This design comes from an exercise in tuning for small area on the open sky130 flow, not from production work. Only simulation tests tie the RTL to the original design; equivalence was not proved. No activity file was given, so power comes from the tool's default toggle rates.

==> flow/design.v <==
package cache_cmd_pkg;
  localparam logic [3:0] CMD_READ      = 4'd0;
  localparam logic [3:0] CMD_WRITE     = 4'd1;
  localparam logic [3:0] CMD_INVAL     = 4'd3;   
  localparam logic [3:0] CMD_SNOOP_RFO = 4'd4;   
  localparam logic [3:0] CMD_CLEAR     = 4'd8;
  localparam int REQ_BITS = 4 + 32;
endpackage
package cache_line_pkg;
  localparam logic [1:0] MODIFIED  = 2'd0;
  localparam logic [1:0] EXCLUSIVE = 2'd1;
  localparam logic [1:0] SHARED    = 2'd2;
  localparam logic [1:0] INVALID   = 2'd3;
  localparam int EV_RD    = 4;
  localparam int EV_WR    = 3;
  localparam int EV_HIT   = 2;
  localparam int EV_MISS  = 1;
  localparam int EV_WBACK = 0;
endpackage
module cache_top (
  input  logic        Clock,
  input  logic        reset,
  input  logic        psel,
  input  logic        penable,
  input  logic        pwrite,
  input  logic [7:0]  paddr,
  input  logic [31:0] pwdata,
  output logic [31:0] prdata,
  output logic        pready,
  output logic        pslverr
);
  localparam logic [1:0] MODIFIED  = cache_line_pkg::MODIFIED;
  localparam logic [1:0] EXCLUSIVE = cache_line_pkg::EXCLUSIVE;
  localparam logic [1:0] SHARED    = cache_line_pkg::SHARED;
  localparam logic [1:0] INVALID   = cache_line_pkg::INVALID;
  logic [31:0]           addr_q;
  logic [5:0]            tidx;     
  logic                  swp;      
  logic [3:0]            ph;       
  logic [2:0]            cpos;     
  logic                  cclr;     
  logic                  hit_a;    
  logic                  free_a;
  logic [1:0]            cw;       
  logic [1:0]            cs;       
  logic [1:0]            vw;       
  logic                  wbf;      
  logic [63:0][23:0]     ring;     
  logic [15:0][4:0]      lru;
  logic [4:0][15:0]      cring;
  logic       access;
  logic [3:0] cmd;
  logic       c_rd, c_wr, c_inv, c_snp, c_clr, c_rw, cmd_ok;
  logic       a_addr, a_cmd, a_probe, a_cnt;
  logic [2:0] cnt_idx;
  logic [3:0] aset;
  logic [21:0] atag;
  assign access  = psel && penable;
  assign cmd     = pwdata[3:0];
  assign c_rd    = (cmd == cache_cmd_pkg::CMD_READ);
  assign c_wr    = (cmd == cache_cmd_pkg::CMD_WRITE);
  assign c_inv   = (cmd == cache_cmd_pkg::CMD_INVAL);
  assign c_snp   = (cmd == cache_cmd_pkg::CMD_SNOOP_RFO);
  assign c_clr   = (cmd == cache_cmd_pkg::CMD_CLEAR);
  assign c_rw    = c_rd || c_wr;
  assign cmd_ok  = c_rw || c_inv || c_snp || c_clr;
  assign a_addr  = (paddr == 8'h00);
  assign a_cmd   = (paddr == 8'h04);
  assign a_probe = (paddr == 8'h08);
  assign a_cnt   = (paddr == 8'h10) || (paddr == 8'h14) || (paddr == 8'h18) ||
                   (paddr == 8'h1C) || (paddr == 8'h20);
  assign cnt_idx = paddr[5] ? 3'd4 : {1'b0, paddr[3:2]};
  assign aset    = addr_q[9:6];
  assign atag    = addr_q[31:10];
  logic start, scan, first, apply, win;
  logic scan_req;
  assign scan_req = access && (pwrite ? (a_cmd && (c_rw || c_inv || c_snp)) : a_probe);
  assign start    = (ph == 4'd0) && scan_req && (tidx == {aset, 2'b00});
  assign first    = (ph == 4'd0);
  assign scan     = start || (ph != 4'd0 && ph < 4'd4);
  assign apply    = pwrite && (ph[3:2] == 2'b01);    
  assign win      = ph[3];                           
  always_ff @(posedge Clock or posedge reset)
  begin
    if (reset)
      ph <= '0;
    else if (start)
      ph <= 4'd1;
    else if (ph != 4'd0)
    begin
      if (ph == 4'd12 || (ph == 4'd4 && !pwrite))
        ph <= '0;
      else
        ph <= ph + 1'b1;
    end
  end
  always_ff @(posedge Clock or posedge reset)
  begin
    if (reset)
    begin
      tidx <= 6'd4;
      swp  <= 1'b1;
    end
    else
    begin
      tidx <= tidx + 1'b1;
      if (tidx == 6'd3)    
        swp <= access && pwrite && a_cmd && c_clr;
    end
  end
  logic [21:0] ttag;
  logic [1:0]  tw, tst;
  logic        stale_t;
  logic        match, h, fr;
  logic [4:0]  tl;
  logic [1:0]  tv;
  assign tw      = tidx[1:0];
  assign stale_t = swp && (tidx[5:2] != 4'd0);
  assign ttag    = ring[59][23:2];
  assign tst     = stale_t ? INVALID : ring[59][1:0];
  assign match   = (tst != INVALID) && (ttag == atag);
  assign h       = !first && hit_a;
  assign fr      = !first && free_a;
  assign tl = lru[11];
  assign tv = stale_t ? 2'd0 : tl[4:3];
  always_ff @(posedge Clock)
  begin
    if (scan)
    begin
      if (match || (!h && !fr && tst == INVALID))
        cw <= tw;
      if (match)
        cs <= tst;
      hit_a  <= h || match;
      free_a <= fr || (tst == INVALID);
      if (tw == aset[3:2])
        vw <= tv;
    end
  end
  logic [21:0] ftag, ntag;
  logic [1:0]  fw, fst, nst, cway;
  logic [3:0]  fset;
  logic        chosen, touch;
  logic [4:0]  fl, nl;
  assign fw     = tidx[1:0];
  assign fset   = tidx[5:2] - 1'b1;
  assign ftag   = ring[63][23:2];
  assign fst    = swp ? INVALID : ring[63][1:0];
  assign cway   = (hit_a || free_a) ? cw : vw;
  assign chosen = (fw == cway);
  assign touch  = c_rw || hit_a;
  always_comb
  begin
    ntag = ftag;
    nst  = fst;
    if (apply && touch && chosen)
    begin
      if (c_rw)
        ntag = atag;
      if (c_wr)
        nst = MODIFIED;
      else if (c_rd)
        nst = !hit_a ? EXCLUSIVE : (fst == EXCLUSIVE) ? SHARED : fst;
      else
        nst = INVALID;
    end
  end
  always_ff @(posedge Clock)
  begin
    ring <= {ring[62:0], {ntag, nst}};
    if (apply && chosen)
      wbf <= (fst == MODIFIED) && (c_rw ? !hit_a : (c_inv && hit_a));
  end
  logic lmatch;
  assign lmatch = (fw == fset[3:2]);
  assign fl     = (lmatch && swp) ? 5'b00010 : lru[15];
  logic [3:0] rest;
  logic [1:0] lo, hi, lc, ld;
  always_comb
  begin
    rest = ~((4'b0001 << fl[4:3]) | (4'b0001 << fl[2:1]));
    lo   = rest[0] ? 2'd0 : rest[1] ? 2'd1 : 2'd2;
    hi   = rest[3] ? 2'd3 : rest[2] ? 2'd2 : 2'd1;
    lc   = fl[0] ? hi : lo;
    ld   = fl[0] ? lo : hi;
    nl   = fl;
    if (apply && touch && lmatch && cway != ld)
    begin
      if (cway == lc)
        nl[0] = !fl[0];
      else if (cway == fl[2:1])
        nl = {fl[4:3], lc, ld > fl[2:1]};
      else
        nl = {fl[2:1], lc, ld > fl[4:3]};
    end
  end
  always_ff @(posedge Clock)
    lru <= {lru[14:0], nl};
  logic [15:0] head, cnew;
  logic        ev, inc;
  assign head = cring[4];
  always_comb
  begin
    case (cpos)
      3'd0:    ev = c_rd;
      3'd1:    ev = c_wr;
      3'd2:    ev = c_rw && hit_a;
      3'd3:    ev = c_rw && !hit_a;
      default: ev = wbf;
    endcase
  end
  assign inc  = win && ev && (head != 16'hFFFF);
  assign cnew = cclr ? 16'd0 : head + {15'd0, inc};
  always_ff @(posedge Clock)
    cring <= {cring[3:0], cnew};
  always_ff @(posedge Clock or posedge reset)
  begin
    if (reset)
    begin
      cpos <= '0;
      cclr <= 1'b1;
    end
    else
    begin
      cpos <= (cpos == 3'd4) ? 3'd0 : cpos + 1'b1;
      if (cpos == 3'd4)
        cclr <= 1'b0;
    end
  end
  always_ff @(posedge Clock or posedge reset)
  begin
    if (reset)
      addr_q <= '0;
    else if (access && pwrite && a_addr)
      addr_q <= pwdata;
  end
  always_comb
  begin
    pready  = 1'b1;
    pslverr = 1'b0;
    if (pwrite)
    begin
      if (a_cmd && cmd_ok)
        pready = c_clr ? (tidx == 6'd3) : (ph == 4'd12);
      else if (!a_addr)
        pslverr = 1'b1;
    end
    else
    begin
      if (a_probe)
        pready = (ph == 4'd4);
      else if (a_cnt)
        pready = (cpos == cnt_idx) && !cclr;
      else if (!a_addr)
        pslverr = 1'b1;
    end
  end
  always_comb
  begin
    if (!paddr[3] && !paddr[4] && !paddr[5])
      prdata = addr_q;
    else if (paddr[3] && !paddr[4])
      prdata = {30'd0, hit_a ? cs : INVALID};
    else
      prdata = {16'd0, head};
  end
endmodule
Settings: LEC_CHECK=0, CAP_MARGIN=20, CORE_MARGIN=2, CORE_UTILIZATION=60, PLACE_DENSITY=0.75, SLEW_MARGIN=20; clock period 9.0 ns.
standard.sh (not shown) runs the stock make flow with config.mk's settings and CLKGATE_MAP_FILE= SYNTH_SCRIPT=/design/flow/synth_recipe.tcl, a recipe that flattens the netlist after the stock synthesis.
==> flow/flow/run.sh <==
#!/bin/bash
# Standard layout with custom CTS arguments and small port buffers.
set -euo pipefail
export CTS_ARGS="-sink_clustering_enable -repair_clock_nets -dont_use_dummy_load -sink_clustering_size 20 -sink_clustering_max_diameter 60 -buf_list {sky130_fd_sc_hd__clkbuf_8}"
export BUFFER_PORTS_ARGS="-buffer_cell sky130_fd_sc_hd__buf_1"
bash standard.sh > standard.log 2>&1
The starting point finished with timing, DRC and antenna clean.
==> next run, changes <==
--- a/flow/design.v
+++ b/flow/design.v
@@ -45,9 +45,9 @@
   logic [1:0]            cs;       
   logic [1:0]            vw;       
   logic                  wbf;      
   logic [63:0][23:0]     ring;     
-  logic [15:0][4:0]      lru;
+  logic [15:0][5:0]      lru;
   logic [4:0][15:0]      cring;
   logic       access;
   logic [3:0] cmd;
   logic       c_rd, c_wr, c_inv, c_snp, c_clr, c_rw, cmd_ok;
@@ -111,9 +111,9 @@
   logic [21:0] ttag;
   logic [1:0]  tw, tst;
   logic        stale_t;
   logic        match, h, fr;
-  logic [4:0]  tl;
+  logic [5:0]  tl;
   logic [1:0]  tv;
   assign tw      = tidx[1:0];
   assign stale_t = swp && (tidx[5:2] != 4'd0);
   assign ttag    = ring[59][23:2];
@@ -121,9 +121,19 @@
   assign match   = (tst != INVALID) && (ttag == atag);
   assign h       = !first && hit_a;
   assign fr      = !first && free_a;
   assign tl = lru[11];
-  assign tv = stale_t ? 2'd0 : tl[4:3];
+  always_comb
+  begin
+    if (stale_t || (tl[5] && tl[4] && tl[3]))
+      tv = 2'd0;
+    else if (tl[2] && tl[1])
+      tv = 2'd1;
+    else if (tl[0])
+      tv = 2'd2;
+    else
+      tv = 2'd3;
+  end
   always_ff @(posedge Clock)
   begin
     if (scan)
     begin
@@ -140,9 +150,9 @@
   logic [21:0] ftag, ntag;
   logic [1:0]  fw, fst, nst, cway;
   logic [3:0]  fset;
   logic        chosen, touch;
-  logic [4:0]  fl, nl;
+  logic [5:0]  fl, nl;
   assign fw     = tidx[1:0];
   assign fset   = tidx[5:2] - 1'b1;
   assign ftag   = ring[63][23:2];
   assign fst    = swp ? INVALID : ring[63][1:0];
@@ -172,27 +182,20 @@
       wbf <= (fst == MODIFIED) && (c_rw ? !hit_a : (c_inv && hit_a));
   end
   logic lmatch;
   assign lmatch = (fw == fset[3:2]);
-  assign fl     = (lmatch && swp) ? 5'b00010 : lru[15];
-  logic [3:0] rest;
-  logic [1:0] lo, hi, lc, ld;
-  always_comb
-  begin
-    rest = ~((4'b0001 << fl[4:3]) | (4'b0001 << fl[2:1]));
-    lo   = rest[0] ? 2'd0 : rest[1] ? 2'd1 : 2'd2;
-    hi   = rest[3] ? 2'd3 : rest[2] ? 2'd2 : 2'd1;
-    lc   = fl[0] ? hi : lo;
-    ld   = fl[0] ? lo : hi;
-    nl   = fl;
-    if (apply && touch && lmatch && cway != ld)
-    begin
-      if (cway == lc)
-        nl[0] = !fl[0];
-      else if (cway == fl[2:1])
-        nl = {fl[4:3], lc, ld > fl[2:1]};
-      else
-        nl = {fl[2:1], lc, ld > fl[4:3]};
+  assign fl     = (lmatch && swp) ? 6'b111111 : lru[15];
+  always_comb
+  begin
+    nl = fl;
+    if (apply && touch && lmatch)
+    begin
+      case (cway)
+        2'd0: nl = {3'b000, fl[2:0]};
+        2'd1: nl = {1'b1, fl[4:3], 2'b00, fl[0]};
+        2'd2: nl = {fl[5], 1'b1, fl[3], 1'b1, fl[1], 1'b0};
+        default: nl = {fl[5:4], 1'b1, fl[2], 2'b11};
+      endcase
     end
   end
   always_ff @(posedge Clock)
     lru <= {lru[14:0], nl};
What happened: The new run ran to the end with no violations. Design area goes up by 0.37%. Final cell count goes down by about 0.66%. Wire length goes up by 3.3%. Clock power barely changes. Sequential share of layout area grows by 0.46 points. Die area increases by 0.37%. Core utilization goes down by 0.58 points.

[port drivers added, routing unchanged]
Ports are ideal in the flow. The routed layouts listed here were re-timed in OpenROAD. Step 1: set_driving_cell puts a clkbuf_16 on Clock and a buf_2 on each other input, an assumption about the parent block. Step 2 moves the port delays by t, midway between the first and last clock arrival at a register: inputs arrive t later, outputs are due t later. That takes back most of the time a late clock gives input paths. Three values: ideal ports, drivers, drivers and shift; two values: the first two.
run	shift t [ns]	setup slack, ns	hold slack, ns	latest minus earliest clock arrival (ns)	worst register clock-pin slew, ns
the first run	0.710	3.743 / 3.720 / 3.720	0.263 / 0.263 / 0.263	0.119 / 0.118	0.12 / 0.12
the second run	0.739	3.559 / 3.535 / 3.535	0.295 / 0.295 / 0.295	0.070 / 0.070	0.11 / 0.11
After both steps setup and hold are still met in every run listed. The setup slack of the second run, which loses most, moves by -0.024 ns with the drivers and by -0.024 ns with both steps.
